This design comes from an exercise in tuning for small area on the open sky130 flow, not from production work. RTL that was checked went through simulation tests only; none was proved equivalent to the original. Function not checked in runs 6 and 7: the RTL went through the layout flow alone. Power is estimated from default activity; no workload was simulated.

File: design/flow/flow/run.sh
#!/bin/bash
# The standard flow's layout with four changes:
#  - synthesis is the standard synthesis script, except that ABC maps each
#    module's logic with an area-oriented script (flow/abc_*.script, chosen
#    per module below); registers, their names and cells are as in the
#    standard synthesis;
#  - the smallest buffer on every input and output port;
#  - a clock tree without dummy loads;
#  - after floorplanning, every combinational cell swapped to the smallest
#    cell of its function (the later repair steps upsize where needed).
# Each step logs to its own file in this folder.
set -euo pipefail
export BUFFER_PORTS_ARGS="-buffer_cell sky130_fd_sc_hd__buf_1"
export CTS_ARGS="-sink_clustering_enable -repair_clock_nets -dont_use_dummy_load -buf_list sky130_fd_sc_hd__clkbuf_4 -sink_clustering_size 12 -sink_clustering_max_diameter 40"
HERE=$PWD
# ABC script per module: flow/abc_<letter>.script
PLAN="cpu_top c"
{
  cat <<TCL
proc abc {args} {
  set i [lsearch \$args -script]
  foreach {mod scr} {$PLAN} {
    set a \$args
    lset a [expr {\$i + 1}] $HERE/flow/abc_\$scr.script
    yosys abc {*}\$a \$mod
  }
}
TCL
  cat synth_recipe.tcl
} > own_synth.tcl
sed "s|SYNTH_SCRIPT=[^ ]*|SYNTH_SCRIPT=$HERE/own_synth.tcl|" standard.sh > own_standard.sh
bash own_standard.sh synth > synth.log 2>&1
bash own_standard.sh floorplan > floorplan.log 2>&1
RES=orfs/results/$FLOW_PLATFORM/cpu_top/base
LIB_FILE=$FLOW_HOME/platforms/$FLOW_PLATFORM/lib/sky130_fd_sc_hd__tt_025C_1v80.lib \
ODB_IN=$RES/2_floorplan.odb ODB_OUT=$RES/2_floorplan.odb \
  openroad -no_init -exit flow/downsize.tcl > downsize.log 2>&1
bash own_standard.sh finish > finish.log 2>&1
File: design/flow/flow/abc_a.script
strash
dc2
dch
map -a
topo
stime -c
dnsize -c
File: design/flow/flow/abc_b.script
&get -n
&st
&syn2
&dch
&nf -a
&st
&syn2
&dch
&nf -a
&put
topo
stime -c
dnsize -c
File: design/flow/flow/abc_c.script
strash
dch -f
amap
topo
stime -c
dnsize -c
File: design/flow/flow/downsize.tcl
# Swap every combinational standard cell for the smallest-area cell of the same
# function (same base name, other drive strength); flip-flops are left alone.
# Later repair steps upsize again wherever slew, capacitance or timing need it.
read_db $::env(ODB_IN)
read_liberty $::env(LIB_FILE)
set db [ord::get_db]
set best [dict create]
foreach lib [$db getLibs] {
  foreach m [$lib getMasters] {
    set n [$m getName]
    if {![regexp {^(sky130_fd_sc_hd__[a-z0-9]+)_([0-9]+)$} $n -> base drive]} { continue }
    set area [expr {[$m getWidth] * [$m getHeight]}]
    if {![dict exists $best $base] || $area < [lindex [dict get $best $base] 1]} {
      dict set best $base [list $n $area]
    }
  }
}
set swapped 0
foreach inst [[ord::get_db_block] getInsts] {
  set m [$inst getMaster]
  set n [$m getName]
  if {![regexp {^(sky130_fd_sc_hd__[a-z0-9]+)_([0-9]+)$} $n -> base drive]} { continue }
  if {[regexp {^sky130_fd_sc_hd__(df|edf|sdf|dl|sdl|tap|fill|decap|conb|diode|clk)} $n]} { continue }
  if {![dict exists $best $base]} { continue }
  set b [lindex [dict get $best $base] 0]
  set area [expr {[$m getWidth] * [$m getHeight]}]
  if {$b ne $n && [lindex [dict get $best $base] 1] < $area} {
    replace_cell [$inst getName] $b
    incr swapped
  }
}
puts "downsize: swapped $swapped cells"
write_db $::env(ODB_OUT)
File: design/flow/standard.sh
#!/bin/bash
# synth_recipe.tcl (not shown) runs the flow's synth.tcl, then flattens the netlist and writes it again
# the make line also repeats each setting of config.mk as NAME=value (left out here)
make -C /OpenROAD-flow-scripts/flow DESIGN_CONFIG=/design/flow/config.mk WORK_HOME=/design/flow/orfs CLKGATE_MAP_FILE= SYNTH_SCRIPT=/design/flow/synth_recipe.tcl "${@:-finish}"
File: design/flow/config.mk
export PLATFORM = sky130hd
export DESIGN_NAME = cpu_top
export DESIGN_NICKNAME = cpu_top
export VERILOG_FILES = /design/flow/design.v
export SDC_FILE = /design/flow/constraint.sdc
export NUM_CORES = 4
export LEC_CHECK = 0
export CAP_MARGIN = 20
export CORE_MARGIN = 2
export CORE_UTILIZATION = 40
export SLEW_MARGIN = 20
export SYNTH_HIERARCHICAL = 0
File: design/flow/constraint.sdc
create_clock -name core_clock -period 10.0 [get_ports {clk}]
set_input_delay 2.0000 -clock core_clock [delete_from_list [all_inputs] [get_ports {clk}]]
set_output_delay 2.0000 -clock core_clock [all_outputs]
set_load 0.01 [all_outputs]
File: design/flow/design.v
`timescale 1ns/1ps
`default_nettype none
package cpu_pkg;
    localparam logic [3:0] OP_ADD  = 4'h0;
    localparam logic [3:0] OP_SUB  = 4'h1;
    localparam logic [3:0] OP_AND  = 4'h2;
    localparam logic [3:0] OP_OR   = 4'h3;
    localparam logic [3:0] OP_XOR  = 4'h4;
    localparam logic [3:0] OP_NOT  = 4'h5;
    localparam logic [3:0] OP_SLA  = 4'h6;
    localparam logic [3:0] OP_SRA  = 4'h7;
    localparam logic [3:0] OP_LI   = 4'h8;
    localparam logic [3:0] OP_LW   = 4'h9;
    localparam logic [3:0] OP_SW   = 4'hA;
    localparam logic [3:0] OP_BIZ  = 4'hB;
    localparam logic [3:0] OP_BNZ  = 4'hC;
    localparam logic [3:0] OP_HALT = 4'hD;
    localparam logic [3:0] OP_JMP  = 4'hE;
endpackage
`default_nettype wire
`timescale 1ns/1ps
`default_nettype none
module cpu_control (
    input  logic       clk,
    input  logic       rst,
    input  logic [3:0] op,           
    input  logic       ready,
    input  logic       t,            
    output logic [3:0] ph,
    output logic       init,
    output logic       fetch,
    output logic       rot1,
    output logic       rot2,
    output logic       mem,
    output logic       in_pc,
    output logic       halted
);
    localparam logic [2:0] S_INIT  = 3'd0;   
    localparam logic [2:0] S_FETCH = 3'd1;
    localparam logic [2:0] S_WAIT  = 3'd2;   
    localparam logic [2:0] S_ROT1  = 3'd3;   
    localparam logic [2:0] S_ROT2  = 3'd4;   
    localparam logic [2:0] S_MEM   = 3'd5;   
    localparam logic [2:0] S_PC    = 3'd6;   
    localparam logic [2:0] S_HALT  = 3'd7;
    logic [2:0] st;
    logic       ph15;
    assign ph15   = (ph == 4'd15);
    assign init   = (st == S_INIT);
    assign fetch  = (st == S_FETCH);
    assign rot1   = (st == S_ROT1);
    assign rot2   = (st == S_ROT2);
    assign mem    = (st == S_MEM);
    assign in_pc  = (st == S_PC);
    assign halted = (st == S_HALT);
    always_ff @(posedge clk or negedge rst) begin
        if (!rst) begin
            st <= S_INIT;
            ph <= 4'd0;
        end else begin
            ph <= ph + 4'd1;
            case (st)
                S_INIT:  if (ph15) st <= S_FETCH;
                S_FETCH: if (ready) st <= (op == cpu_pkg::OP_HALT) ? S_HALT : S_WAIT;
                S_WAIT:  if (ph15) st <= S_ROT1;
                S_ROT1:  if (ph15) st <= ((op == cpu_pkg::OP_SW || op == cpu_pkg::OP_LW) && !t)
                                         ? S_MEM : S_ROT2;
                S_ROT2:  if (ph15) st <= S_PC;
                S_MEM:   if (ready) st <= t ? S_WAIT : S_ROT2;
                S_PC:    if (ph15) st <= S_FETCH;
                default: st <= S_HALT;
            endcase
        end
    end
endmodule
`default_nettype wire
`timescale 1ns/1ps
`default_nettype none
module cpu_fetch_unit (
    input  logic        clk,
    input  logic        init,
    input  logic        fetch,
    input  logic        rot1,
    input  logic        rot2,
    input  logic        mem,
    input  logic        in_pc,
    input  logic [3:0]  ph,
    input  logic [3:0]  op,
    input  logic [15:0] mem_rdata,
    input  logic        a,           
    input  logic        sum,         
    input  logic        cout,
    input  logic        taken,
    output logic        t,
    output logic        c,
    output logic        immbit,
    output logic        offbit,
    output logic        w0,
    output logic        w1,
    output logic        pc0,
    output logic [7:0]  mem_addr,
    output logic [15:0] mem_wdata,
    output logic        mem_we
);
    logic [7:0]  pc;
    logic [7:0]  imm;
    logic [15:0] w;
    logic        ldsel;      
    logic        sext;       
    logic [3:0]  bsel;
    logic        mbit;
    assign ldsel  = mem | (rot1 & t);
    assign sext   = ph[3] & ~t & (op == cpu_pkg::OP_LI);
    assign bsel   = {ph[3] & ~sext, ph[2:0] | {3{sext}}};
    assign mbit   = mem_rdata[bsel];
    assign immbit = mbit;
    assign offbit = imm[0];
    assign w0     = w[0];
    assign w1     = w[1];
    assign pc0    = pc[0];
    assign mem_addr  = ldsel ? imm : pc;
    assign mem_wdata = w;
    assign mem_we    = mem & ~t;
    always_ff @(posedge clk) begin
        if ((rot1 && !t || in_pc) && !ph[3]) imm <= {mbit, imm[7:1]};
        if (init || (in_pc && !ph[3])) pc <= {sum & ~init, pc[7:1]};
        if (rot1 || rot2) w <= {(rot1 & t) ? mbit : a, w[15:1]};
        c <= cout;
        if (fetch)     t <= 1'b0;
        else if (rot1 && ph == 4'd15) t <= t | (op == cpu_pkg::OP_LW);
        else if (rot2) t <= taken;
    end
endmodule
`default_nettype wire
`timescale 1ns/1ps
`default_nettype none
module cpu_regfile (
    input  logic        clk,
    input  logic [3:0]  we_lo,    
    input  logic [3:0]  we_hi,    
    input  logic        wbit,     
    input  logic [3:0]  ra,       
    output logic        a         
);
    logic [15:0] regs [16];
    logic [15:0] cur;
    always_ff @(posedge clk) begin
        for (int i = 0; i < 16; i++) begin
            regs[i] <= {(we_lo[i % 4] & we_hi[i / 4]) ? wbit : regs[i][0], regs[i][15:1]};
        end
    end
    always_comb begin
        for (int i = 0; i < 16; i++) cur[i] = regs[i][0];
    end
    assign a = cur[ra];
endmodule
`default_nettype wire
`timescale 1ns/1ps
`default_nettype none
module cpu_execute (
    input  logic [3:0] op,
    input  logic       init,
    input  logic       in_pc,
    input  logic       ph0,
    input  logic       ph15,
    input  logic       a,        
    input  logic       w0,       
    input  logic       w1,       
    input  logic       immbit,   
    input  logic       offbit,   
    input  logic       pc0,      
    input  logic       t,        
    input  logic       c,        
    output logic       sum,
    output logic       cout,
    output logic       wbit,     
    output logic       taken     
);
    logic is_sub, is_br, is_logic, is_or, xa, xb, cin, cinit;
    assign is_sub   = (op == cpu_pkg::OP_SUB);
    assign is_br    = (op == cpu_pkg::OP_BIZ) | (op == cpu_pkg::OP_BNZ);
    assign is_logic = ~in_pc & (op >= cpu_pkg::OP_AND) & (op <= cpu_pkg::OP_NOT);
    assign is_or    = (op == cpu_pkg::OP_OR);
    assign xa = in_pc ? pc0 : a;
    always_comb begin
        if (in_pc)                                            xb = t & offbit;
        else if (is_br || op == cpu_pkg::OP_NOT)              xb = 1'b1;
        else if (op == cpu_pkg::OP_SLA)                       xb = a;
        else                                                  xb = w0 ^ is_sub;
    end
    assign cinit = in_pc | is_sub | is_or;
    assign cin   = (ph0 | is_logic) ? cinit : c;
    assign sum   = xa ^ xb ^ cin;
    assign cout  = (xa & xb) | (xa & cin) | (xb & cin);
    logic whi, wlo;
    assign whi = op[0] ? w0 : immbit;                                    
    always_comb begin
        if (op[2:0] == 3'd7)       wlo = ph15 ? w0 : w1;                 
        else if (op[2:1] == 2'b01) wlo = cout;                           
        else                       wlo = sum;
    end
    assign wbit = ~init & (op[3] ? whi : wlo);
    assign taken = (op == cpu_pkg::OP_JMP) | ((op == cpu_pkg::OP_BIZ) & ~cout)
                 | ((op == cpu_pkg::OP_BNZ) & cout);
endmodule
`default_nettype wire
`timescale 1ns/1ps
`default_nettype none
module cpu_top (
    input  logic                   clk,
    input  logic                   rst,
    output logic [8-1:0] mem_addr,
    output logic [16-1:0] mem_wdata,
    output logic                   mem_we,
    output logic                   mem_req_valid,
    input  logic                   mem_req_ready,
    input  logic [16-1:0] mem_rdata,
    output logic                   halted
);
    logic [3:0] ph;
    logic       init, fetch, rot1, rot2, mem, in_pc;
    logic       t, c, immbit, offbit, w0, w1, pc0, sum, cout, wbit, taken, a;
    logic [3:0] op;
    logic [3:0] ra;
    logic [3:0] we_lo, we_hi;
    logic       wr;
    assign op = mem_rdata[15:12];
    assign mem_req_valid = fetch | mem;
    cpu_control control_inst (
        .clk    (clk),
        .rst    (rst),
        .op     (op),
        .ready  (mem_req_ready),
        .t      (t),
        .ph     (ph),
        .init   (init),
        .fetch  (fetch),
        .rot1   (rot1),
        .rot2   (rot2),
        .mem    (mem),
        .in_pc  (in_pc),
        .halted (halted)
    );
    cpu_fetch_unit fetch_inst (
        .clk       (clk),
        .init      (init),
        .fetch     (fetch),
        .rot1      (rot1),
        .rot2      (rot2),
        .mem       (mem),
        .in_pc     (in_pc),
        .ph        (ph),
        .op        (op),
        .mem_rdata (mem_rdata),
        .a         (a),
        .sum       (sum),
        .cout      (cout),
        .taken     (taken),
        .t         (t),
        .c         (c),
        .immbit    (immbit),
        .offbit    (offbit),
        .w0        (w0),
        .w1        (w1),
        .pc0       (pc0),
        .mem_addr  (mem_addr),
        .mem_wdata (mem_wdata),
        .mem_we    (mem_we)
    );
    cpu_execute execute_inst (
        .op     (op),
        .init   (init),
        .in_pc  (in_pc),
        .ph0    (ph == 4'd0),
        .ph15   (ph == 4'd15),
        .a      (a),
        .w0     (w0),
        .w1     (w1),
        .immbit (immbit),
        .offbit (offbit),
        .pc0    (pc0),
        .t      (t),
        .c      (c),
        .sum    (sum),
        .cout   (cout),
        .wbit   (wbit),
        .taken  (taken)
    );
    always_comb begin
        if (rot1 && op <= cpu_pkg::OP_XOR)
            ra = mem_rdata[3:0];
        else if (op == cpu_pkg::OP_SW || op == cpu_pkg::OP_BIZ || op == cpu_pkg::OP_BNZ)
            ra = mem_rdata[11:8];
        else
            ra = mem_rdata[7:4];
    end
    assign wr = rot2 & (op <= cpu_pkg::OP_LW);
    always_comb begin
        for (int i = 0; i < 4; i++) begin
            we_lo[i] = init | (wr & (mem_rdata[9:8] == 2'(i)));
            we_hi[i] = init | (mem_rdata[11:10] == 2'(i));
        end
    end
    cpu_regfile regfile_inst (
        .clk   (clk),
        .we_lo (we_lo),
        .we_hi (we_hi),
        .wbit  (wbit),
        .ra    (ra),
        .a     (a)
    );
endmodule
`default_nettype wire
==> results of run 1 <==
## power by group through the flow
stage               logic [µW]  clock network, µW  registers [µW]
detailed placement        44.8                  0            1230
global route              49.4                544            1200
CTS                       45.0                497            1200
floorplan                 26.6                  0            1230
global placement          44.8                  0            1230
finish                    44.8                467            1200
## area by class of cell
cell class,count,area share
Sequential cell,297,0.767
Inverter,39,0.0178
Multi-Input combinational cell,203,0.131
Timing Repair Buffer,45,0.0206
Tap cell,234,0.0356
Clock buffer,31,0.0283
## layer usage
| metal | share of wire | vias to the layer above |
|---|---|---|
| met5 | 0 | - |
| met4 | 0.042 | 0 |
| met3 | 0.074 | 39 |
| met2 | 0.41 | 139 |
| met1 | 0.47 | 1866 |
| li1 | - | 1972 |
## cells by family (layout without fill, tap and decap cells)
| logic type | Yosys count | after routing | share of synthesized area |
|---|---|---|---|
| DFF | 297 | 297 | 0.836 |
| and+or+nand+nor | 103 | 103 | 0.0546 |
| AOI/OAI and AO/OA | 97 | 97 | 0.0819 |
| buffers and inverters | 41 | 115 | 0.0214 |
| adders and majority gates | 3 | 3 | 0.00598 |
## worst register-to-register path, stage by stage, from the launching register on
cell and delay [ps]:
dfrtp_1 380, clkinv_1 140, nor2_1 170, clkinv_1 90, nor2_1 310, o211ai_1 290, o22ai_1 570, clkinv_1 370
a221oi_1 380, a31oi_1 70, o22ai_1 160, o22ai_1 140, a2111oi_0 540, o32a_1 240, fa_1 440, nor2b_1 150
a222oi_1 340, o21ai_2 280, a21oi_1 210
## state kept, by name, summed over array words and instances (netlist names)
signal,flops
fetch_inst.t,1
fetch_inst.imm,8
control_inst.st,3
fetch_inst.c,1
control_inst.ph,4
fetch_inst.pc,8
regfile_inst.regs,256
fetch_inst.w,16
## stage by stage
step	utilization	hold WS (ps)	total power [µW]
after floorplan	-	310	1260
after global routing	0.442	286	1800
final	0.442	280	1720
after detailed placement	0.430	312	1280
after global placement	0.430	310	1280
after CTS	0.442	281	1750
## synthesized netlist by cell type
cell type / n / area [µm²]
dfxtp_1: 258 / 5160
nor2_1: 68 / 255
clkinv_1: 39 / 146
a21oi_1: 33 / 165
edfxtp_1: 32 / 961
o22ai_1: 21 / 131
nand2_1: 20 / 75.1
o21ai_0: 11 / 55.1
nor3_1: 10 / 50.1
dfrtp_1: 7 / 175
o22a_1: 7 / 61.3
a31oi_1: 6 / 37.5
o221ai_1: 4 / 35.0
a221oi_1: 3 / 26.3
o32ai_1: 3 / 26.3
a2111oi_0: 2 / 17.5
a22oi_1: 2 / 15.0
buf_4: 2 / 15.0
ha_1: 2 / 25.0
o32a_1: 2 / 20.0
a222oi_1: 1 / 10.0
a32oi_1: 1 / 8.76
fa_1: 1 / 20.0
nand3_1: 1 / 5.00
nand4_1: 1 / 6.26
nor2b_1: 1 / 6.26
nor4_1: 1 / 6.26
o211ai_1: 1 / 7.51
or4_1: 1 / 7.51
## how the worst max path moves through the flow
| stage | startpoint | end | slack [ps] |
|---|---|---|---|
| 6_report | mem_rdata[15] | regfile_inst.regs[14][15] | 3480 |
| 5_1_grt | mem_rdata[15] | regfile_inst.regs[5][15] | 2940 |
| 4_1_cts | mem_rdata[14] | regfile_inst.regs[14][15] | 3500 |
| 3_5_place_dp | mem_rdata[15] | regfile_inst.regs[9][15] | 2780 |
| 3_3_place_gp | mem_rdata[14] | regfile_inst.regs[7][15] | 2880 |
| 2_1_floorplan | mem_rdata[15] | regfile_inst.regs[0][15] | 3850 |
==> results.json, run 1 <==
{
  "min_path_type": "reg -> reg",
  "placedInstanceArea_um2": 7990,
  "final_cell_mix": "258 x dfxtp_1, 68 x nor2_1, 45 x buf_1",
  "avgSynthCellArea_um2": 13.9,
  "cp_slowest_cell": "o22ai_1",
  "power.share.clock": 0.272,
  "drc": 0,
  "dieArea_um2": 20000,
  "die_w_um": 141,
  "insertion_delay_ps": 700,
  "antenna_found_initial": 0,
  "grt_pass1_wl_mm": 21.6,
  "place.port_buffers": 45,
  "ys_seq_elements": 297,
  "use_met3": 0.0371,
  "fin_tns_setup_ps": 0,
  "nets": 639,
  "ant_nets": 0,
  "comb_power_share": 0.026,
  "use_met1": 0.191,
  "worst-slew-pin-transition_ps": 1070,
  "critPathTopFamily": "compound AO/OA/AOI/OAI gates",
  "clk_path_buf_depth": 3,
  "h-tree-depth": 1,
  "ctsResizeCount": 0,
  "drtPass1Iterations": 4,
  "crit_path_end_kind": "register",
  "relSlewSlack": 0.282,
  "drtIter0Drc": 247,
  "dieHeight_um": 141,
  "antenna_cells": 0,
  "drive_above_1_share": 0.0520,
  "reg2reg_slack_ps": 4650,
  "cts_sinks": 297,
  "fin_crit_sh": 0.652,
  "worstSetupStartpointType": "primary input",
  "power.internal_uw": 1360,
  "cp_num_cells": 17,
  "pwr_density_cell_nw_per_um2": 209,
  "seq_area_frac_synth": 0.836,
  "seqPwrFrac": 0.702,
  "yosysUniqueCellTypes": 29,
  "pre_cts_ws_ps": 2780,
  "busiest_layer": "met2",
  "r2r_end": "regfile_inst.regs[14][15]",
  "critPathBufInv": 4,
  "grt_use_met2": 0.211,
  "synthCells": 541,
  "max_stage_delay_ps": 570,
  "clock-root-buffer": "clkbuf_4",
  "skew_ps": 71.0,
  "via_per_inst": 4.73,
  "path_max_fanout": 16,
  "power_leakage_uw": 0.00301,
  "switching_share": 0.208,
  "finalCriticalPeriod_ps": 6520,
  "arrival_ps": 7100,
  "area_growth_pct": 9.07,
  "wl_per_cell_um": 16.0,
  "layout_commonest_cell": "dfxtp_1",
  "pin_count": 46,
  "hold_path.startpoint": "regfile_inst.regs[5][15]",
  "postCtsHoldBufs": 0,
  "nFillCells": 1742,
  "outcome": "finished clean",
  "initial_core_util": 0.406,
  "r2r_cells": 18,
  "min_to": "regfile_inst.regs[5][14]",
  "syn-cell-area_um2": 7540,
  "core_um2": 18600,
  "grt_max_degree": 17,
  "dp_hpwl_mm": 9.41,
  "p_sw_uw": 356,
  "dr_total_vias": 4016,
  "clk_pin_slew_ps": 110,
  "holdPathStages": 0,
  "stdcell_area_um2": 8220,
  "crit_chain": "buf_1 > clkinv_1 > o211ai_1 > clkinv_1 > o22ai_1 > clkinv_1 > a221oi_1 > a31oi_1 > o22ai_1 > o22ai_1 > a2111oi_0 > o32a_1 > fa_1 > nor2b_1 > a222oi_1 > o21ai_2 > a21oi_1",
  "grt_pass1_vias": 4057,
  "postCtsSetupBuffers": 0,
  "cts_tree": "yes",
  "path_class": "in -> reg",
  "syn_nets": 563,
  "multi_input_area_um2": 1080,
  "place.gp.congestion": 0.863,
  "drt-total-wl_mm": 13.6,
  "row_count": 50,
  "slew_viol_final": 0,
  "drv_cap": 0,
  "fin_ws_ps": 3480,
  "final-setup-viol-count": 0,
  "ys.warnings.count": 6,
  "grt_usage": 0.140,
  "stdcell_count": 849,
  "cts_made_buffers": 31,
  "placedCellCount": 818,
  "ir_worst_vdd_uv": 100,
  "overflow": 0,
  "hold_viol": 0,
  "required_ps": 10570,
  "rsz0062_at_grt": "no",
  "regArea_um2": 6300,
  "r2r_start": "control_inst.st[0]",
  "max_freq_mhz": 153
}
==> inputs of run 2 (changes only) <==
==> design/flow/flow/abc_c.script (replaced) <==
strash
dc2
dc2
dch -f
amap
topo
stime -c
dnsize -c
==> run 2 against run 1 <==
  * Still clean on timing, DRC and antenna
  * Non-clock buffer count rose by 1
  * Global-route usage fell by 0.99 points
  * Final cell count fell by 0.24%
  * Clock skew fell by 3.8 ps
==> results.json, run 2 <==
{
  "outcome": "finished clean",
  "grt_pass1_wl_mm": 20.1,
  "yosys-top-cells-area": "dfxtp_1 69%, edfxtp_1 13%, nor2_1 3.4%",
  "place.gp.congestion": 0.876,
  "ant_nets": 0,
  "drive_above_1_share": 0.0587,
  "worst-slew-pin-transition_ps": 1050,
  "synthCells": 534,
  "yosysUniqueCellTypes": 30,
  "cts_made_buffers": 35,
  "avgSynthCellArea_um2": 14.1,
  "cts_tree": "yes",
  "timing.critical_path.mode_cell": "clkinv_1",
  "dp_hpwl_mm": 8.47,
  "pwr_density_cell_nw_per_um2": 210,
  "final_cell_mix": "258 x dfxtp_1, 69 x nor2_1, 45 x buf_1",
  "h-tree-depth": 2,
  "slew_viol_final": 0,
  "dieHeight_um": 141,
  "hold_viol": 0,
  "worstSetupStartpointType": "primary input",
  "largest_reg_flops": 256,
  "multi_input_area_um2": 1070,
  "ys_seq_elements": 297,
  "max_stage_delay_ps": 880,
  "regArea_um2": 6300,
  "synth_edf_count": 32,
  "final-setup-viol-count": 0,
  "ctsResizeCount": 0,
  "rsz0062_at_grt": "no",
  "die_w_um": 141,
  "path_max_fanout": 16,
  "synth_most_common_cell": "dfxtp_1",
  "initial_core_util": 0.405,
  "clk_path_buf_depth": 3,
  "drv_cap": 0,
  "finalCoreUtilization": 0.444,
  "async_flop_share": 0.0236,
  "path_class": "in -> reg",
  "area_growth_pct": 9.52,
  "grt_pass1_vias": 3901,
  "syn-cell-area_um2": 7530,
  "dieArea_um2": 19900,
  "grt_max_degree": 17,
  "cp_slowest_cell": "o32ai_1",
  "place.port_buffers": 45,
  "min_path_type": "reg -> reg",
  "ys_top_cells_by_count": "258 x dfxtp_1, 69 x nor2_1, 38 x a21oi_1, 37 x clkinv_1, 32 x edfxtp_1",
  "skew_ps": 67.2,
  "antenna_found_initial": 0,
  "postCtsSetupBuffers": 0,
  "power_leakage_uw": 0.00305,
  "seq_area_frac_synth": 0.837,
  "syn_nets": 556,
  "arrival_ps": 7480,
  "via_per_inst": 4.71,
  "clock-root-buffer": "clkbuf_4",
  "synth_top_cell_by_area": "dfxtp_1",
  "wl_per_cell_um": 14.8,
  "postCtsHoldBufs": 0,
  "fin_crit_sh": 0.697,
  "clk_pin_slew_ps": 110,
  "core_um2": 18600,
  "insertion_delay_ps": 620,
  "top_register": "regfile_inst.regs",
  "nFillCells": 1703,
  "crit_path_end_kind": "register",
  "ys.warnings.count": 6,
  "max_freq_mhz": 143,
  "drc": 0,
  "cts_sinks": 297,
  "dr_total_vias": 3992,
  "nets": 637,
  "drtIter0Drc": 275,
  "top_regs": "regfile_inst.regs (256), fetch_inst.w (16)",
  "overflow": 0,
  "ir_worst_vdd_uv": 153,
  "relSlewSlack": 0.300,
  "drt-total-wl_mm": 12.5,
  "layout_commonest_cell": "dfxtp_1",
  "grt_usage": 0.130,
  "dominantRegCellSynth": "dfxtp_1",
  "finalCriticalPeriod_ps": 6970,
  "drtPass1Iterations": 4,
  "synth_top_area_frac": 0.686,
  "antenna_cells": 0,
  "crit_chain": "buf_1 > clkinv_1 > nor2_1 > nand3_1 > o21ai_0 > nor2_1 > clkinv_1 > nor2b_1 > o32ai_1 > clkinv_1 > o221ai_1 > a21oi_1 > o21ai_0 > o21ai_0 > nand2_1 > a21oi_1 > a31oi_1 > fa_1 > clkinv_1 > o32ai_1 > a31oi_1 > nor2_1 > or3_1 > a21oi_1",
  "pin_count": 46,
  "fin_tns_setup_ps": 0,
  "row_count": 50,
  "required_ps": 10510
}
[run 2: changes by cell type after synthesis, moves of 2 or more]
| cell | change |
|---|---|
| nand2_1 | -9 |
| or3_1 | +2 |
| a21oi_1 | +5 |
| o221ai_1 | +6 |
| o21ai_0 | -4 |
| nor3_1 | +3 |
| clkinv_1 | -2 |
| a31oi_1 | +2 |
| a2111oi_0 | -2 |
| o22ai_1 | -13 |
| o32ai_1 | +2 |
[run 2: final timing paths]
path                                          start                         to  slack (ps)  cells after the start
setup / recovery                      mem_rdata[12]  regfile_inst.regs[10][15]        3030                     24
min in group asynchronous                       rst         control_inst.ph[2]        1300                      1
hold reg to reg            regfile_inst.regs[6][10]    regfile_inst.regs[6][9]         250                      0
max in group asynchronous                       rst         control_inst.st[1]        8350                      1
setup reg to reg                 control_inst.st[0]  regfile_inst.regs[10][15]        4450                     22
hold / removal             regfile_inst.regs[6][10]    regfile_inst.regs[6][9]         250                      0
[run 2: logic make-up (layout without fill, tap and decap cells)]
logic type                 count (synthesis)  count (layout)  share of synthesized area
and+or+nand+nor                           99              99                     0.0533
DFF                                      297             297                      0.837
adders and majority gates                  3               3                    0.00598
buffers and inverters                     39             118                     0.0204
AOI/OAI and AO/OA                         96              96                     0.0834
[run 2: layout make-up]
cell class	count	share of cell area
multi-input cells	198	0.130
repair buffers	46	0.0214
inverters	37	0.0168
well taps	234	0.0355
flip-flops and latches	297	0.764
clock buffers	35	0.0319
[run 2: worst max-delay path: cells and delay by family]
kind,cells,cell delay (ps)
adders and majority gates,1,470
and+or+nand+nor,7,1310
buffers and inverters,5,1110
AOI/OAI and AO/OA,11,2550
[run 2: where the power goes]
part	internal, µW	switching (µW)
Sequential	1200	0.666
Combinational	13.4	27.6
Clock	162	327
Total	1380	355
[run 2: metal layers]
metal	track usage	vias to the layer above	part of all wire
met4	0.0589	0	0.028
met2	0.191	114	0.42
met5	0	-	0
li1	-	1975	-
met3	0.0346	30	0.053
met1	0.180	1873	0.49
[run 2: metrics by stage]
step,instances,hold slack (ps),worst slack (ps),power (µW),instance area [µm²]
after CTS,847,249,3240,1770,8250
after global routing,847,247,2620,1820,8250
after floorplan,534,310,3770,1260,7530
after detailed placement,812,312,2590,1270,7980
after global placement,812,310,2890,1270,7980
final,847,253,3030,1730,8250
==> inputs of run 3 (changes only) <==
--- a/design/flow/flow/run.sh
+++ b/design/flow/flow/run.sh
@@ -13,3 +13,3 @@
 export BUFFER_PORTS_ARGS="-buffer_cell sky130_fd_sc_hd__buf_1"
-export CTS_ARGS="-sink_clustering_enable -repair_clock_nets -dont_use_dummy_load -buf_list sky130_fd_sc_hd__clkbuf_4 -sink_clustering_size 12 -sink_clustering_max_diameter 40"
+export CTS_ARGS="-sink_clustering_enable -repair_clock_nets -dont_use_dummy_load -buf_list sky130_fd_sc_hd__clkbuf_8 -sink_clustering_size 22 -sink_clustering_max_diameter 60"
 HERE=$PWD
==> design/flow/flow/abc_c.script (replaced) <==
strash
dch -f
amap
topo
stime -c
dnsize -c
==> run 3 against run 2 <==
  * Sequential power about the same
  * Power increased by 0.19%
  * Critical path depth down 5
  * Utilization hardly changed
  * Clock-buffer cell count fell by 16
  * Sequential share of layout area hardly changed
  * Worst setup slack improved by 290 ps
  * Synthesized area about the same
  * Largest cell class unchanged
==> results.json, run 3 <==
{
  "async_flop_share": 0.0236,
  "worstSetupStartpointType": "primary input",
  "cts_made_buffers": 19,
  "nets": 627,
  "via_per_inst": 4.68,
  "ys.warnings.count": 6,
  "timing.critical_path.mode_cell": "o22ai_1",
  "initial_core_util": 0.406,
  "place.gp.congestion": 0.863,
  "crit_chain": "buf_1 > clkinv_1 > nand2_1 > nor2_1 > nor2_1 > o22ai_1 > o22ai_1 > clkinv_1 > a221oi_1 > a31oi_1 > o22ai_1 > o22ai_1 > a2111oi_0 > o32a_1 > fa_1 > nor2b_1 > a222oi_1 > o21ai_2 > a21oi_1",
  "synth_top_area_frac": 0.685,
  "drc": 0,
  "ctsResizeCount": 0,
  "drtIter0Drc": 234,
  "syn-cell-area_um2": 7540,
  "rsz0062_at_grt": "no",
  "use_met1": 0.191,
  "power_leakage_uw": 0.00301,
  "pin_count": 46,
  "clk_path_buf_depth": 3,
  "grt_usage": 0.138,
  "cp_slowest_cell": "a2111oi_0",
  "outcome": "finished clean",
  "final_cell_mix": "258 x dfxtp_1, 68 x nor2_1, 45 x buf_1",
  "area_growth_pct": 9.45,
  "placedInstanceArea_um2": 7990,
  "seq_area_frac_synth": 0.836,
  "clock-root-buffer": "clkbuf_8",
  "ant_nets": 0,
  "synth_top_cell_by_area": "dfxtp_1",
  "clk_pin_slew_ps": 110,
  "arrival_ps": 7100,
  "pre_cts_ws_ps": 2780,
  "drive_above_1_share": 0.0332,
  "dr_total_vias": 3913,
  "synth_edf_count": 32,
  "insertion_delay_ps": 530,
  "ir_worst_vdd_uv": 139,
  "critPathBufInv": 3,
  "yosysUniqueCellTypes": 29,
  "fin_crit_sh": 0.668,
  "h-tree-depth": 1,
  "ys_top_cells_by_count": "258 x dfxtp_1, 68 x nor2_1, 39 x clkinv_1, 33 x a21oi_1, 32 x edfxtp_1",
  "cts_tree": "yes",
  "path_class": "in -> reg",
  "stdcell_area_um2": 8250,
  "path_max_fanout": 16,
  "relSlewSlack": 0.384,
  "row_count": 50,
  "top_register": "regfile_inst.regs",
  "grt_pass1_vias": 3960,
  "use_met3": 0.0344,
  "finalCriticalPeriod_ps": 6680,
  "core_um2": 18600,
  "dp_hpwl_mm": 9.41,
  "min_path_type": "reg -> reg",
  "crit_path_end_kind": "register",
  "drt-total-wl_mm": 13.4,
  "die_w_um": 141,
  "grt_use_met2": 0.210,
  "postCtsSetupBuffers": 0,
  "skew_ps": 49.6,
  "slew_viol_final": 0,
  "place.port_buffers": 45,
  "max_stage_delay_ps": 530,
  "largest_reg_flops": 256,
  "antenna_cells": 0,
  "grt_max_degree": 23,
  "overflow": 0,
  "wl_per_cell_um": 16.0,
  "busiest_layer": "met2",
  "final-setup-viol-count": 0,
  "hold_viol": 0,
  "worst-slew-pin-transition_ps": 924,
  "avgSynthCellArea_um2": 13.9,
  "drv_cap": 0,
  "hold_ws_ps": 292,
  "fin_ws_ps": 3320,
  "dieHeight_um": 141,
  "drtPass1Iterations": 4,
  "synthCells": 541,
  "reg2reg_slack_ps": 4620,
  "pwr_density_cell_nw_per_um2": 211,
  "top_regs": "regfile_inst.regs (256), fetch_inst.w (16)",
  "critPathTopFamily": "compound AO/OA/AOI/OAI gates",
  "postCtsHoldBufs": 0,
  "fin_tns_setup_ps": 0,
  "layout_commonest_cell": "dfxtp_1",
  "ys_seq_elements": 297,
  "grt_pass1_wl_mm": 21.3,
  "dominantRegCellSynth": "dfxtp_1",
  "cts_sinks": 297,
  "syn_nets": 563,
  "dieArea_um2": 20000,
  "antenna_found_initial": 0,
  "synth_most_common_cell": "dfxtp_1",
  "max_freq_mhz": 150,
  "required_ps": 10420,
  "yosys-top-cells-area": "dfxtp_1 69%, edfxtp_1 13%, nor2_1 3.4%"
}
## run 3: cell families (layout without fill, tap and decap cells)
family	count (synthesis)	count (layout)	share of synthesized area
DFF	297	297	0.836
and+or+nand+nor	103	103	0.0546
AOI/OAI and AO/OA	97	97	0.0819
buffers and inverters	41	103	0.0214
adders and majority gates	3	3	0.00598
## run 3: path summary, 6_finish.rpt
check / to / depth (start not counted) / startpoint
min: regfile_inst.regs[13][5] / 0 / regfile_inst.regs[13][6]
max reg2reg: regfile_inst.regs[9][15] / 18 / control_inst.st[0]
min in group asynchronous: control_inst.ph[0] / 1 / rst
max: regfile_inst.regs[9][15] / 19 / mem_rdata[14]
min reg2reg: regfile_inst.regs[13][5] / 0 / regfile_inst.regs[13][6]
max in group asynchronous: control_inst.st[0] / 1 / rst
## run 3: routing by layer
metal | up-vias | part of all wire
li1 | 1939 | -
met4 | 0 | 0.032
met3 | 28 | 0.063
met5 | - | 0
met1 | 1855 | 0.48
met2 | 91 | 0.42
## run 3: final cells by class
class	instances	area (µm²)
Fill cell	1725	10300
Multi-Input combinational cell	203	1080
Timing Repair Buffer	45	169
Inverter	39	146
Tap cell	234	293
Sequential cell	297	6300
Clock buffer	19	262
## run 3: worst register-to-register path: stages, from the launching register on
cell and delay, ps:
dfrtp_1 370, clkinv_1 140, nor2_1 170, clkinv_1 90, nor2_1 320, o211ai_1 290
o22ai_1 560, clkinv_1 380, a221oi_1 380, a31oi_1 70, o22ai_1 160, o22ai_1 140
a2111oi_0 530, o32a_1 240, fa_1 440, nor2b_1 150, a222oi_1 350, o21ai_2 290
a21oi_1 220
## run 3: power breakdown
group	internal, µW	leakage (µW)	total (µW)	switching (µW)
Clock	172	0.000137	489	316
Combinational	14.4	0.000427	44.8	30.4
Sequential	1200	0.00244	1200	0.499
Total	1390	0.00301	1740	347
## run 3: stage by stage
stage / total power, µW / utilization / std cells
4_1_cts: 1760 / 0.444 / 837
5_1_grt: 1810 / 0.444 / 837
2_1_floorplan: 1260 / - / 541
3_3_place_gp: 1280 / 0.430 / 818
6_report: 1740 / 0.444 / 837
3_5_place_dp: 1280 / 0.430 / 818
==> inputs of run 4 (changes only) <==
--- a/design/flow/flow/run.sh
+++ b/design/flow/flow/run.sh
@@ -13,3 +13,3 @@
 export BUFFER_PORTS_ARGS="-buffer_cell sky130_fd_sc_hd__buf_1"
-export CTS_ARGS="-sink_clustering_enable -repair_clock_nets -dont_use_dummy_load -buf_list sky130_fd_sc_hd__clkbuf_8 -sink_clustering_size 22 -sink_clustering_max_diameter 60"
+export CTS_ARGS="-sink_clustering_enable -repair_clock_nets -dont_use_dummy_load -buf_list sky130_fd_sc_hd__clkbuf_4 -sink_clustering_size 13 -sink_clustering_max_diameter 40"
 HERE=$PWD
==> run 4 against run 3 <==
  * Still clean on timing, DRC and antenna
  * Flip-flop and latch count is the same
  * Global-route usage grew 0.15 points
  * Routed wire length grew 0.56%
  * Maximum frequency grew 3.1%
  * Worst hold slack lost 12 ps
  * Largest cell class unchanged
==> results.json, run 4 <==
{
  "outcome": "finished clean",
  "r2r_cells": 18,
  "layout_commonest_cell": "dfxtp_1",
  "relSlewSlack": 0.377,
  "max_freq_mhz": 154,
  "grt_pass1_vias": 4020,
  "ys.warnings.count": 6,
  "async_flop_share": 0.0236,
  "place.port_buffers": 45,
  "power.internal_uw": 1350,
  "p_sw_uw": 352,
  "cp_slowest_cell": "a2111oi_0",
  "antenna_found_initial": 0,
  "min_to": "regfile_inst.regs[11][10]",
  "syn-cell-area_um2": 7540,
  "drc": 0,
  "required_ps": 10620,
  "area_growth_pct": 8.97,
  "critPathBufInv": 3,
  "top_regs": "regfile_inst.regs (256), fetch_inst.w (16)",
  "skew_ps": 143,
  "fin_tns_setup_ps": 0,
  "max_stage_delay_ps": 530,
  "power.share.clock": 0.269,
  "r2r_end": "regfile_inst.regs[9][15]",
  "postCtsHoldBufs": 0,
  "drtIter0Drc": 262,
  "crit_chain": "buf_1 > clkinv_1 > nand2_1 > nor2_1 > nor2_1 > o22ai_1 > o22ai_1 > clkinv_1 > a221oi_1 > a31oi_1 > o22ai_1 > o22ai_1 > a2111oi_0 > o32a_1 > fa_1 > nor2b_1 > a222oi_1 > o21ai_2 > a21oi_1",
  "hold_path.startpoint": "regfile_inst.regs[11][11]",
  "r2r_start": "control_inst.st[0]",
  "via_per_inst": 4.73,
  "insertion_delay_ps": 710,
  "drtPass1Iterations": 4,
  "dieArea_um2": 20000,
  "overflow": 0,
  "dieHeight_um": 141,
  "hold_viol": 0,
  "cts_made_buffers": 30,
  "seqPwrFrac": 0.705,
  "finalCriticalPeriod_ps": 6480,
  "nets": 638,
  "critPathTopFamily": "compound AO/OA/AOI/OAI gates",
  "largest_reg_flops": 256,
  "arrival_ps": 7100,
  "drt-total-wl_mm": 13.5,
  "die_w_um": 141,
  "ir_worst_vdd_uv": 108,
  "ctsResizeCount": 0,
  "synth_edf_count": 32,
  "seq_area_frac_synth": 0.836,
  "comb_power_share": 0.026,
  "clk_pin_slew_ps": 120,
  "clock-root-buffer": "clkbuf_4",
  "clk_path_buf_depth": 3,
  "synth_top_area_frac": 0.685,
  "ys_top_cells_by_count": "258 x dfxtp_1, 68 x nor2_1, 39 x clkinv_1, 33 x a21oi_1, 32 x edfxtp_1",
  "final_cell_mix": "258 x dfxtp_1, 68 x nor2_1, 45 x buf_1",
  "cts_sinks": 297,
  "rsz0062_at_grt": "no",
  "final-setup-viol-count": 0,
  "yosys-top-cells-area": "dfxtp_1 69%, edfxtp_1 13%, nor2_1 3.4%",
  "wl_per_cell_um": 15.9,
  "syn_nets": 563,
  "switching_share": 0.206,
  "drive_above_1_share": 0.0505,
  "reg2reg_slack_ps": 4690,
  "h-tree-depth": 1,
  "crit_path_end_kind": "register",
  "dp_hpwl_mm": 9.41,
  "worstSetupStartpointType": "primary input",
  "worst-slew-pin-transition_ps": 935,
  "dominantRegCellSynth": "dfxtp_1",
  "yosysUniqueCellTypes": 29,
  "place.gp.congestion": 0.863,
  "avgSynthCellArea_um2": 13.9,
  "drv_cap": 0,
  "top_register": "regfile_inst.regs",
  "grt_max_degree": 17,
  "dr_total_vias": 4010,
  "fin_crit_sh": 0.648,
  "postCtsSetupBuffers": 0,
  "synth_top_cell_by_area": "dfxtp_1",
  "pin_count": 46,
  "ys_seq_elements": 297,
  "path_max_fanout": 16,
  "synth_most_common_cell": "dfxtp_1",
  "timing.critical_path.mode_cell": "o22ai_1",
  "pre_cts_ws_ps": 2780,
  "row_count": 50,
  "cts_tree": "yes",
  "ant_nets": 0,
  "stdcell_area_um2": 8210,
  "pwr_density_cell_nw_per_um2": 208,
  "antenna_cells": 0,
  "initial_core_util": 0.406,
  "grt_pass1_wl_mm": 21.5,
  "slew_viol_final": 0,
  "path_class": "in -> reg",
  "holdPathStages": 0,
  "grt_usage": 0.139,
  "min_path_type": "reg -> reg",
  "synthCells": 541,
  "placedInstanceArea_um2": 7990,
  "power_leakage_uw": 0.00301,
  "fin_ws_ps": 3520,
  "core_um2": 18600
}
run 4: cell counts after synthesis:
No cell type changed its count.
run 4: worst max path at each step:
stage	from	end	slack (ps)	depth (start not counted)
floorplan	mem_rdata[15]	regfile_inst.regs[0][15]	3850	17
global placement	mem_rdata[14]	regfile_inst.regs[7][15]	2880	19
detailed placement	mem_rdata[15]	regfile_inst.regs[9][15]	2780	17
CTS	mem_rdata[14]	regfile_inst.regs[9][15]	3540	19
global route	mem_rdata[15]	regfile_inst.regs[12][15]	2960	17
finish	mem_rdata[14]	regfile_inst.regs[9][15]	3520	19
run 4: logic make-up (layout without fill, tap and decap cells):
| logic type | after synthesis | in the layout | share of synthesized area |
|---|---|---|---|
| AND/OR/NAND/NOR | 103 | 103 | 0.0546 |
| flip-flops | 297 | 297 | 0.836 |
| AO/OA/AOI/OAI | 97 | 97 | 0.0819 |
| buffers and inverters | 41 | 114 | 0.0214 |
| adder cells (fa/ha/maj) | 3 | 3 | 0.00598 |
run 4: layer usage:
layer / vias up / part of all wire / global-route usage
li1: 1971 / - / -
met1: 1885 / 0.48 / 0.192
met2: 113 / 0.42 / 0.209
met3: 41 / 0.064 / 0.0364
met4: 0 / 0.038 / 0.0584
met5: - / 0 / 0
run 4: metrics by stage:
step / util / hold WS, ps / total power, µW / cells
floorplan: - / 310 / 1260 / 541
global placement: 0.430 / 310 / 1280 / 818
detailed placement: 0.430 / 312 / 1280 / 818
CTS: 0.442 / 281 / 1740 / 848
global route: 0.442 / 274 / 1790 / 848
finish: 0.442 / 280 / 1710 / 848
run 4: cell type report:
| type | count | area [µm²] |
|---|---|---|
| multi-input combinational | 203 | 1080 |
| tap | 234 | 293 |
| timing repair buffer | 45 | 169 |
| inverter | 39 | 146 |
| clock buffer | 30 | 225 |
| sequential | 297 | 6300 |
| fill | 1735 | 10400 |
run 4: power groups by stage:
stage / sequential (µW) / clock (µW) / combinational [µW]
after floorplan: 1230 / 0 / 26.6
after global placement: 1230 / 0 / 44.8
after detailed placement: 1230 / 0 / 44.8
after CTS: 1200 / 490 / 45.0
after global routing: 1200 / 535 / 49.4
final: 1200 / 459 / 44.5
==> inputs of run 5 (changes only) <==
--- a/design/flow/flow/run.sh
+++ b/design/flow/flow/run.sh
@@ -13,3 +13,3 @@
 export BUFFER_PORTS_ARGS="-buffer_cell sky130_fd_sc_hd__buf_1"
-export CTS_ARGS="-sink_clustering_enable -repair_clock_nets -dont_use_dummy_load -buf_list sky130_fd_sc_hd__clkbuf_4 -sink_clustering_size 13 -sink_clustering_max_diameter 40"
+export CTS_ARGS="-sink_clustering_enable -repair_clock_nets -dont_use_dummy_load -buf_list sky130_fd_sc_hd__clkbuf_4 -sink_clustering_size 12 -sink_clustering_max_diameter 30"
 HERE=$PWD
==> run 5 against run 4 <==
  * Sequential power hardly changed
  * Via count is 0.52% higher
  * Routed wire length is 0.89% higher
  * Power is 4.2% higher
  * Maximum frequency is 2.3% lower
  * Combinational power is 0.9% higher
  * Register-to-register slack worse by 140 ps
  * Cell area is 1.1% higher
  * Clock skew is 51 ps lower
  * Clock power is 15% higher
  * Sequential share of layout area is 0.83 points lower
  * Synthesized area stayed put
  * Critical path type unchanged
  * Critical endpoint is now regfile_inst.regs[4][15]
==> results.json, run 5 <==
{
  "synth_compound_area_frac": 0.0819,
  "pwr_density_cell_nw_per_um2": 214,
  "drtPass1Iterations": 4,
  "place.gp.congestion": 0.863,
  "drc": 0,
  "drt-total-wl_mm": 13.6,
  "drive_above_1_share": 0.0687,
  "relSlewSlack": 0.360,
  "initial_core_util": 0.406,
  "stdcell_count": 860,
  "core_um2": 18600,
  "synth-xor-area-share": 0,
  "power.share.clock": 0.298,
  "layout_commonest_cell": "dfxtp_1",
  "place.port_buffers": 45,
  "synth_top_family_by_area": "compound AO/OA/AOI/OAI gates",
  "crit_path_end_kind": "register",
  "fin_tns_setup_ps": 0,
  "grt_usage": 0.142,
  "synthCells": 541,
  "ctsResizeCount": 0,
  "finalCoreUtilization": 0.447,
  "grt_max_degree": 17,
  "final_cell_mix": "258 x dfxtp_1, 68 x nor2_1, 45 x buf_1",
  "yosysUniqueCellTypes": 29,
  "comb_power_share": 0.025,
  "dominantRegCellSynth": "dfxtp_1",
  "seq_area_frac_synth": 0.836,
  "arrival_ps": 7140,
  "clk_pin_slew_ps": 110,
  "grt_pass1_wl_mm": 21.8,
  "top_register": "regfile_inst.regs",
  "drv_cap": 0,
  "yosys-top-cells-area": "dfxtp_1 69%, edfxtp_1 13%, nor2_1 3.4%",
  "wl_met2_mm": 5.76,
  "power_leakage_uw": 0.00306,
  "highest-signal-layer": "met4",
  "postCtsSetupBuffers": 0,
  "h-tree-depth": 2,
  "insertion_delay_ps": 640,
  "top_regs": "regfile_inst.regs (256), fetch_inst.w (16)",
  "cts_tree": "yes",
  "ys.warnings.count": 6,
  "worstSetupStartpointType": "primary input",
  "dp_hpwl_mm": 9.41,
  "synthAdderAreaFrac": 0.00598,
  "ys_top_cells_by_count": "258 x dfxtp_1, 68 x nor2_1, 39 x clkinv_1, 33 x a21oi_1, 32 x edfxtp_1",
  "ir_worst_vdd_uv": 115,
  "avgSynthCellArea_um2": 13.9,
  "antenna_found_initial": 0,
  "required_ps": 10510,
  "slew_viol_final": 0,
  "die_w_um": 141,
  "power.internal_uw": 1410,
  "via_per_inst": 4.69,
  "grt_pass1_vias": 4168,
  "largest_reg_flops": 256,
  "cts_made_buffers": 42,
  "rsz0062_at_grt": "no",
  "reg2reg_slack_ps": 4550,
  "dieHeight_um": 141,
  "outcome": "finished clean",
  "synth_top_area_frac": 0.685,
  "dieArea_um2": 20000,
  "ys_seq_elements": 297,
  "clk_path_buf_depth": 3,
  "synth_edf_count": 32,
  "skew_ps": 92.0,
  "cts_sinks": 297,
  "wl_per_cell_um": 15.8,
  "stdcell_area_um2": 8300,
  "syn-cell-area_um2": 7540,
  "final-setup-viol-count": 0,
  "nFillCells": 1730,
  "nets": 650,
  "placedInstanceArea_um2": 7990,
  "clock-root-buffer": "clkbuf_4",
  "finalCriticalPeriod_ps": 6630,
  "syn_nets": 563,
  "synth_mux_area_frac": 0,
  "route.met3.wl_um": 944,
  "max_freq_mhz": 151,
  "synth_top_cell_by_area": "dfxtp_1",
  "synthSimpleGateAreaFrac": 0.0546,
  "drtIter0Drc": 193,
  "postCtsHoldBufs": 0,
  "p_sw_uw": 368,
  "seqPwrFrac": 0.677,
  "placedCellCount": 818,
  "dr_total_vias": 4031,
  "ant_nets": 0,
  "switching_share": 0.207,
  "path_max_fanout": 16,
  "antenna_cells": 0,
  "worst-slew-pin-transition_ps": 956,
  "row_count": 50,
  "hold_viol": 0,
  "synth_most_common_cell": "dfxtp_1",
  "area_growth_pct": 10.2,
  "min_path_type": "reg -> reg",
  "path_class": "in -> reg",
  "fin_crit_sh": 0.663,
  "pin_count": 46,
  "async_flop_share": 0.0236,
  "overflow": 0,
  "met1_length_mm": 6.52
}
run 5: cell counts after synthesis:
No cell type changed its count.
run 5: stage by stage:
| step | power [µW] | worst slack (ps) | hold slack (ps) |
|---|---|---|---|
| after floorplan | 1260 | 3850 | 310 |
| after global placement | 1280 | 2880 | 310 |
| after detailed placement | 1280 | 2780 | 312 |
| after CTS | 1810 | 3420 | 299 |
| after global routing | 1860 | 2850 | 288 |
| final | 1780 | 3370 | 293 |
run 5: area by class of cell:
cell class	count	area, µm²	share of cell area
Multi-Input combinational cell	203	1080	0.130
Timing Repair Buffer	45	169	0.0203
Inverter	39	146	0.0176
Tap cell	234	293	0.0353
Clock buffer	42	315	0.0380
Sequential cell	297	6300	0.759
run 5: per-layer routing:
metal / vias up / global-route usage
met5: - / 0
met4: 0 / 0.0721
met3: 32 / 0.0418
met2: 125 / 0.208
met1: 1876 / 0.191
li1: 1998 / -
run 5: worst max-delay path, cell delays in order:
cell and delay [ps]:
buf_1 330, clkinv_1 250, nand2_1 160, nor2_1 90, nor2_1 270, o22ai_1 120, o22ai_1 570, clkinv_1 390
a221oi_1 380, a31oi_1 70, o22ai_1 160, o22ai_1 140, a2111oi_0 530, o32a_1 240, fa_1 440, nor2b_1 150
a222oi_1 340, o21ai_2 280, a21oi_1 210
run 5: cell families after synthesis:
kind of cell	Yosys count
flops	297
simple gates	103
compound gates	97
buf+inv	41
fa+ha+maj	3
run 5: worst paths after layout:
kind | from | end | depth (start not counted)
max in group asynchronous | rst | control_inst.ph[1] | 1
worst min register to register | regfile_inst.regs[3][14] | regfile_inst.regs[3][13] | 0
min in group asynchronous | rst | control_inst.st[2] | 1
worst max-delay path | mem_rdata[14] | regfile_inst.regs[4][15] | 19
worst min-delay path | regfile_inst.regs[3][14] | regfile_inst.regs[3][13] | 0
worst max register to register | control_inst.st[0] | regfile_inst.regs[4][15] | 18
run 5: power groups by stage:
stage	clock (µW)	sequential (µW)	combinational, µW
2_1_floorplan	0	1230	26.6
3_3_place_gp	0	1230	44.8
3_5_place_dp	0	1230	44.8
4_1_cts	557	1200	45.0
5_1_grt	610	1200	49.4
6_report	530	1200	44.9
==> inputs of run 6 (changes only) <==
--- a/design/flow/design.v
+++ b/design/flow/design.v
@@ -39,8 +39,8 @@
     localparam logic [2:0] S_FETCH = 3'd1;
-    localparam logic [2:0] S_WAIT  = 3'd2;   
-    localparam logic [2:0] S_ROT1  = 3'd3;   
-    localparam logic [2:0] S_ROT2  = 3'd4;   
-    localparam logic [2:0] S_MEM   = 3'd5;   
-    localparam logic [2:0] S_PC    = 3'd6;   
-    localparam logic [2:0] S_HALT  = 3'd7;
+    localparam logic [2:0] S_WAIT  = 3'd4;   
+    localparam logic [2:0] S_ROT1  = 3'd5;   
+    localparam logic [2:0] S_ROT2  = 3'd6;   
+    localparam logic [2:0] S_MEM   = 3'd2;   
+    localparam logic [2:0] S_PC    = 3'd7;   
+    localparam logic [2:0] S_HALT  = 3'd3;
     logic [2:0] st;
--- a/design/flow/flow/run.sh
+++ b/design/flow/flow/run.sh
@@ -13,3 +13,3 @@
 export BUFFER_PORTS_ARGS="-buffer_cell sky130_fd_sc_hd__buf_1"
-export CTS_ARGS="-sink_clustering_enable -repair_clock_nets -dont_use_dummy_load -buf_list sky130_fd_sc_hd__clkbuf_4 -sink_clustering_size 12 -sink_clustering_max_diameter 30"
+export CTS_ARGS="-sink_clustering_enable -repair_clock_nets -dont_use_dummy_load -buf_list sky130_fd_sc_hd__clkbuf_4 -sink_clustering_size 12 -sink_clustering_max_diameter 40"
 HERE=$PWD
==> run 6 against run 5 <==
  * Final cell count shrank 2.0%
  * Clock skew shrank 11 ps
  * Clock power shrank 9.6%
  * Synthesized cell count shrank 2.0%
  * Clock-buffer cell count shrank 8
  * Sequential power grew 49%
  * Register-to-register slack lost 210 ps
  * Die area shrank 0.21%
  * Synthesized area shrank 0.22%
  * Maximum frequency grew 0.96%
  * Flip-flop and latch count is the same
  * Global-route usage shrank 1.1 points
  * Critical path type unchanged
  * Critical endpoint is now regfile_inst.regs[8][15]
  * Largest power group unchanged
==> results.json, run 6 <==
{
  "wl_per_cell_um": 15.0,
  "hold_path.startpoint": "regfile_inst.regs[14][9]",
  "max_stage_delay_ps": 600,
  "syn-cell-area_um2": 7520,
  "r2r_end": "regfile_inst.regs[8][15]",
  "seq_area_frac_synth": 0.838,
  "dominantRegCellSynth": "dfxtp_1",
  "dr_total_vias": 3942,
  "fin_crit_sh": 0.657,
  "reg2reg_slack_ps": 4340,
  "clk_pin_slew_ps": 110,
  "final-setup-viol-count": 0,
  "clk_path_buf_depth": 3,
  "layout_commonest_cell": "dfxtp_1",
  "synth_top_area_frac": 0.687,
  "dieHeight_um": 141,
  "pre_cts_ws_ps": 2890,
  "drv_cap": 0,
  "pwr_density_cell_nw_per_um2": 323,
  "clock-root-buffer": "clkbuf_4",
  "synth_top_cell_by_area": "dfxtp_1",
  "holdPathStages": 0,
  "arrival_ps": 7080,
  "r2r_cells": 22,
  "h-tree-depth": 2,
  "critPathBufInv": 4,
  "rsz0062_at_grt": "no",
  "yosys-top-cells-area": "dfxtp_1 69%, edfxtp_1 13%, nor2_1 3.4%",
  "final_cell_mix": "258 x dfxtp_1, 68 x nor2_1, 45 x buf_1",
  "avgSynthCellArea_um2": 14.2,
  "yosysUniqueCellTypes": 27,
  "placedCellCount": 809,
  "synth_most_common_cell": "dfxtp_1",
  "slew_viol_final": 0,
  "min_to": "regfile_inst.regs[14][8]",
  "worst-slew-pin-transition_ps": 754,
  "skew_ps": 80.9,
  "timing.critical_path.mode_cell": "a21oi_1",
  "nFillCells": 1655,
  "syn_nets": 552,
  "postCtsHoldBufs": 0,
  "largest_reg_flops": 256,
  "area_growth_pct": 9.53,
  "outcome": "finished clean",
  "insertion_delay_ps": 630,
  "row_count": 50,
  "antenna_found_initial": 0,
  "top_register": "regfile_inst.regs",
  "path_max_fanout": 16,
  "ir_worst_vdd_uv": 141,
  "ys_top_cells_by_count": "258 x dfxtp_1, 68 x nor2_1, 35 x a21oi_1, 34 x clkinv_1, 32 x edfxtp_1",
  "ant_nets": 0,
  "critPathTopFamily": "compound AO/OA/AOI/OAI gates",
  "crit_path_end_kind": "register",
  "die_w_um": 141,
  "min_path_type": "reg -> reg",
  "cp_slowest_cell": "nor3_1",
  "core_um2": 18600,
  "place.port_buffers": 45,
  "finalCriticalPeriod_ps": 6570,
  "cts_tree": "yes",
  "dieArea_um2": 19900,
  "via_per_inst": 4.68,
  "grt_pass1_wl_mm": 20.4,
  "initial_core_util": 0.405,
  "grt_max_degree": 18,
  "worstSetupStartpointType": "primary input",
  "synth_edf_count": 32,
  "async_flop_share": 0.0236,
  "power_leakage_uw": 0.00314,
  "drc": 0,
  "grt_pass1_vias": 3994,
  "finalCoreUtilization": 0.443,
  "hold_ws_ps": 287,
  "max_freq_mhz": 152,
  "dp_hpwl_mm": 8.55,
  "nets": 633,
  "ys.warnings.count": 6,
  "drive_above_1_share": 0.0591,
  "relSlewSlack": 0.494,
  "drt-total-wl_mm": 12.6,
  "fin_ws_ps": 3430,
  "antenna_cells": 0,
  "stdcell_count": 843,
  "top_regs": "regfile_inst.regs (256), fetch_inst.w (16)",
  "ctsResizeCount": 0,
  "overflow": 0,
  "drtIter0Drc": 139,
  "pin_count": 46,
  "postCtsSetupBuffers": 0,
  "cts_sinks": 297,
  "crit_chain": "buf_1 > clkinv_1 > nand2_1 > nor2_1 > nor3_1 > nor2_1 > a21oi_1 > clkinv_1 > o22a_1 > o22ai_1 > o22ai_1 > a22o_1 > a21oi_1 > a21oi_1 > a31oi_1 > fa_1 > nor2b_1 > a222oi_1 > o21ai_0 > buf_4 > a21oi_1",
  "cts_made_buffers": 34,
  "hold_viol": 0,
  "required_ps": 10510,
  "ys_seq_elements": 297,
  "grt_usage": 0.131,
  "synthCells": 530,
  "drtPass1Iterations": 5,
  "r2r_start": "control_inst.st[0]",
  "fin_tns_setup_ps": 0,
  "place.gp.congestion": 0.908,
  "path_class": "in -> reg"
}
run 6: cell types whose count changed after synthesis, sizes merged, moves of 2 or more:
cell and delta:
o22a +6, clkinv -5, o221ai -4, nand2 -7, o21ai -5, a21oi +2, a221oi +4
run 6: stage by stage:
stage	total power (µW)	instance area (µm²)
detailed placement	2210	7980
global placement	2200	7980
CTS	2710	8240
global route	2840	8240
finish	2660	8240
floorplan	2030	7520
run 6: logic make-up (layout without fill, tap and decap cells):
logic type | count (synthesis) | after routing | share of synthesized area
AO/OA/AOI/OAI | 101 | 101 | 0.0884
adder cells (fa/ha/maj) | 3 | 3 | 0.00599
buffers and inverters | 36 | 115 | 0.0190
AND/OR/NAND/NOR | 93 | 93 | 0.0488
flip-flops | 297 | 297 | 0.838
run 6: area by class of cell:
cell class	count	area, µm²	share of cell area
multi-input combinational	197	1080	0.131
timing repair buffer	47	184	0.0223
sequential	297	6300	0.765
clock buffer	34	255	0.0310
tap	234	293	0.0355
inverter	34	128	0.0155
run 6: worst max-delay path by stage:
stage / slack (ps) / end / startpoint / cells after the start
CTS: 3520 / regfile_inst.regs[8][15] / mem_rdata[15] / 21
detailed placement: 2890 / regfile_inst.regs[1][15] / mem_rdata[15] / 21
global route: 2930 / regfile_inst.regs[8][15] / mem_rdata[15] / 21
finish: 3430 / regfile_inst.regs[8][15] / mem_rdata[15] / 21
global placement: 3170 / regfile_inst.regs[0][15] / mem_rdata[15] / 21
floorplan: 3800 / regfile_inst.regs[0][15] / mem_rdata[13] / 21
run 6: power breakdown:
group | switching (µW) | internal (µW) | total, µW
sequential | 139 | 1650 | 1790
combinational | 262 | 134 | 395
clock | 321 | 158 | 479
run 6: worst reg2reg max path: cells and delay by family, from the launching register on:
kind	cells	cell delay (ps)
buffers and inverters	5	1120
and+or+nand+nor	5	1200
DFF	1	400
AOI/OAI and AO/OA	11	2390
adders and majority gates	1	470
run 6: metal layers:
layer,vias up,global-route usage,share of wire
met5,-,0,0
met4,0,0.0605,0.028
met3,32,0.0370,0.062
met2,133,0.202,0.43
met1,1815,0.172,0.48
li1,1962,-,-
==> inputs of run 7 (changes only) <==
--- a/design/flow/design.v
+++ b/design/flow/design.v
@@ -39,8 +39,8 @@
     localparam logic [2:0] S_FETCH = 3'd1;
-    localparam logic [2:0] S_WAIT  = 3'd4;   
-    localparam logic [2:0] S_ROT1  = 3'd5;   
+    localparam logic [2:0] S_WAIT  = 3'd3;   
+    localparam logic [2:0] S_ROT1  = 3'd2;   
     localparam logic [2:0] S_ROT2  = 3'd6;   
-    localparam logic [2:0] S_MEM   = 3'd2;   
+    localparam logic [2:0] S_MEM   = 3'd5;   
     localparam logic [2:0] S_PC    = 3'd7;   
-    localparam logic [2:0] S_HALT  = 3'd3;
+    localparam logic [2:0] S_HALT  = 3'd4;
     logic [2:0] st;
==> run 7 against run 6 <==
  * Routed wire length up 1.1%
  * Sequential power down 6%
  * Sequential share of layout area up 0.13 points
  * Combinational power down 5%
  * Global-route usage about the same
  * Clock-buffer cell count down 3
  * Critical path type unchanged
==> results.json, run 7 <==
{
  "dieHeight_um": 141,
  "synth_top_cell_by_area": "dfxtp_1",
  "row_count": 50,
  "area_growth_pct": 9.33,
  "rsz0062_at_grt": "no",
  "worst-slew-pin-transition_ps": 810,
  "avgSynthCellArea_um2": 14.2,
  "outcome": "finished clean",
  "ys_seq_elements": 297,
  "ant_nets": 0,
  "dp_hpwl_mm": 8.84,
  "pin_count": 46,
  "dominantRegCellSynth": "dfxtp_1",
  "met1_length_mm": 5.78,
  "ys_top_cells_by_count": "258 x dfxtp_1, 65 x nor2_1, 35 x clkinv_1, 32 x edfxtp_1, 30 x a21oi_1",
  "cts_tree": "yes",
  "top_regs": "regfile_inst.regs (256), fetch_inst.w (16)",
  "nets": 632,
  "hold_viol": 0,
  "stdcell_area_um2": 8220,
  "synthCells": 531,
  "yosysUniqueCellTypes": 30,
  "cts_made_buffers": 31,
  "max_freq_mhz": 155,
  "synth_top_area_frac": 0.687,
  "crit_path_end_kind": "register",
  "drv_cap": 0,
  "die_w_um": 141,
  "postCtsSetupBuffers": 0,
  "grt_pass1_wl_mm": 20.4,
  "final-setup-viol-count": 0,
  "fin_crit_sh": 0.647,
  "clk_pin_slew_ps": 100,
  "hold_ws_ps": 276,
  "layout_commonest_cell": "dfxtp_1",
  "h-tree-depth": 1,
  "grt_pass1_vias": 3950,
  "yosys-top-cells-area": "dfxtp_1 69%, edfxtp_1 13%, nor2_1 3.2%",
  "insertion_delay_ps": 670,
  "drive_above_1_share": 0.0559,
  "multi_input_area_um2": 1070,
  "timing.critical_path.mode_cell": "a21oi_1",
  "finalCoreUtilization": 0.443,
  "pwr_density_cell_nw_per_um2": 307,
  "final_cell_mix": "258 x dfxtp_1, 65 x nor2_1, 45 x buf_1",
  "dieArea_um2": 19900,
  "grt_max_degree": 19,
  "skew_ps": 53.6,
  "overflow": 0,
  "cts_sinks": 297,
  "drt-total-wl_mm": 12.8,
  "drc": 0,
  "antenna_cells": 0,
  "arrival_ps": 7030,
  "stdcell_count": 842,
  "crit_chain": "buf_1 > nor2_1 > clkinv_1 > nor2_1 > a31oi_1 > clkinv_1 > o22ai_1 > nor2_1 > a21oi_1 > clkinv_1 > a221oi_1 > a31oi_1 > o21ai_0 > o32ai_1 > a21oi_1 > a21oi_1 > a31oi_1 > fa_1 > nor2b_1 > a222oi_1 > o21ai_0 > buf_4 > a21oi_1",
  "drtPass1Iterations": 4,
  "finalCriticalPeriod_ps": 6470,
  "nFillCells": 1668,
  "core_um2": 18600,
  "ir_worst_vdd_uv": 179,
  "postCtsHoldBufs": 0,
  "seq_area_frac_synth": 0.838,
  "initial_core_util": 0.405,
  "path_max_fanout": 16,
  "synth_most_common_cell": "dfxtp_1",
  "placedCellCount": 811,
  "route.met3.wl_um": 895,
  "ys.warnings.count": 6,
  "fin_tns_setup_ps": 0,
  "ctsResizeCount": 0,
  "dr_total_vias": 3976,
  "holdPathStages": 0,
  "power_leakage_uw": 0.00308,
  "place.gp.congestion": 0.828,
  "drtIter0Drc": 169,
  "path_class": "in -> reg",
  "antenna_found_initial": 0,
  "async_flop_share": 0.0236,
  "cp_slowest_cell": "a21oi_1",
  "top_register": "regfile_inst.regs",
  "slew_viol_final": 0,
  "highest-signal-layer": "met4",
  "placedInstanceArea_um2": 7990,
  "wl_met2_mm": 5.69,
  "synth_edf_count": 32,
  "relSlewSlack": 0.456,
  "max_stage_delay_ps": 500,
  "required_ps": 10560,
  "syn-cell-area_um2": 7520,
  "wl_per_cell_um": 15.2,
  "r2r_cells": 20,
  "largest_reg_flops": 256,
  "grt_usage": 0.131,
  "via_per_inst": 4.72,
  "clk_path_buf_depth": 3,
  "syn_nets": 553,
  "min_path_type": "reg -> reg",
  "regArea_um2": 6300,
  "place.port_buffers": 45,
  "worstSetupStartpointType": "primary input",
  "clock-root-buffer": "clkbuf_4"
}
run 7: changes by cell type in the layout (fill, tap and decap cells not counted), sizes merged, moves of 2 or more:
cell	delta
and3	+2
a221oi	-3
o221ai	+5
nor3	+2
clkbuf	-3
o21ai	+4
o22a	-5
nor2	-3
a21oi	-5
run 7: kinds of logic after synthesis:
group	after synthesis	synth area share
AOI/OAI and AO/OA	98	0.0850
adders and majority gates	3	0.00599
buffers and inverters	37	0.0195
DFF	297	0.838
and+or+nand+nor	96	0.0517
run 7: worst paths after layout:
path | slack, ps | end | start
min in group asynchronous | 1200 | control_inst.ph[3] | rst
max reg2reg | 4700 | regfile_inst.regs[0][15] | control_inst.st[1]
max in group asynchronous | 8510 | control_inst.st[0] | rst
min reg2reg | 280 | regfile_inst.regs[10][11] | regfile_inst.regs[10][12]
max | 3530 | regfile_inst.regs[0][15] | mem_rdata[13]
min | 280 | regfile_inst.regs[10][11] | regfile_inst.regs[10][12]
run 7: routing by layer:
layer  GRT usage  vias up
met3      0.0377       31
li1            -     1964
met1       0.170     1863
met2       0.208      118
met4      0.0532        0
met5           0        -
run 7: final cells by class:
type | instances | area share
sequential | 297 | 0.766
inverter | 35 | 0.0160
timing repair buffer | 48 | 0.0233
tap | 234 | 0.0356
clock buffer | 31 | 0.0283
multi-input combinational | 197 | 0.131
run 7: critical path, delay by kind of cell:
family,cells,cell delay (ps)
AOI/OAI and AO/OA,13,2940
buffers and inverters,5,1190
adders and majority gates,1,460
and+or+nand+nor,4,430
run 7: power by group:
part	total (µW)	internal, µW	leakage, µW	switching [µW]
clock network	464	142	0.000143	322
logic	376	126	0.000441	250
registers	1690	1580	0.00250	113
total	2530	1840	0.00308	685
run 7: per-stage QoR:
| stage | worst slack (ps) | power (µW) |
|---|---|---|
| floorplan | 3800 | 1920 |
| detailed placement | 2960 | 2100 |
| finish | 3530 | 2530 |
| global placement | 3140 | 2090 |
| global route | 2920 | 2690 |
| CTS | 3680 | 2570 |

-- separate check: timing with driven ports --
In the flow no input, the clock included, has a driving cell. The finished layouts below were timed again as built, in two steps. Step 1: set_driving_cell puts a clkbuf_16 on clk and a buf_2 on each other input, an assumption about the parent block. Step 2 times the ports against the registers' clock, not the clock port: input delays grow and output delays shrink by t, the midpoint of the rising clock arrivals with the driver on. a / b / c = no drivers / after step 1 / after step 2; a / b = the first two.
run	t (ns)	setup slack, ns
run 1	0.696	3.476 / 3.474 / 2.778
run 2	0.619	3.028 / 3.011 / 2.393
run 3	0.537	3.319 / 3.312 / 2.775
run 4	0.671	3.522 / 3.513 / 2.842
run 5	0.628	3.370 / 3.364 / 2.736
run 6	0.627	3.433 / 3.412 / 2.785
run 7	0.675	3.531 / 3.533 / 2.858
After both steps every run listed still meets setup and hold.
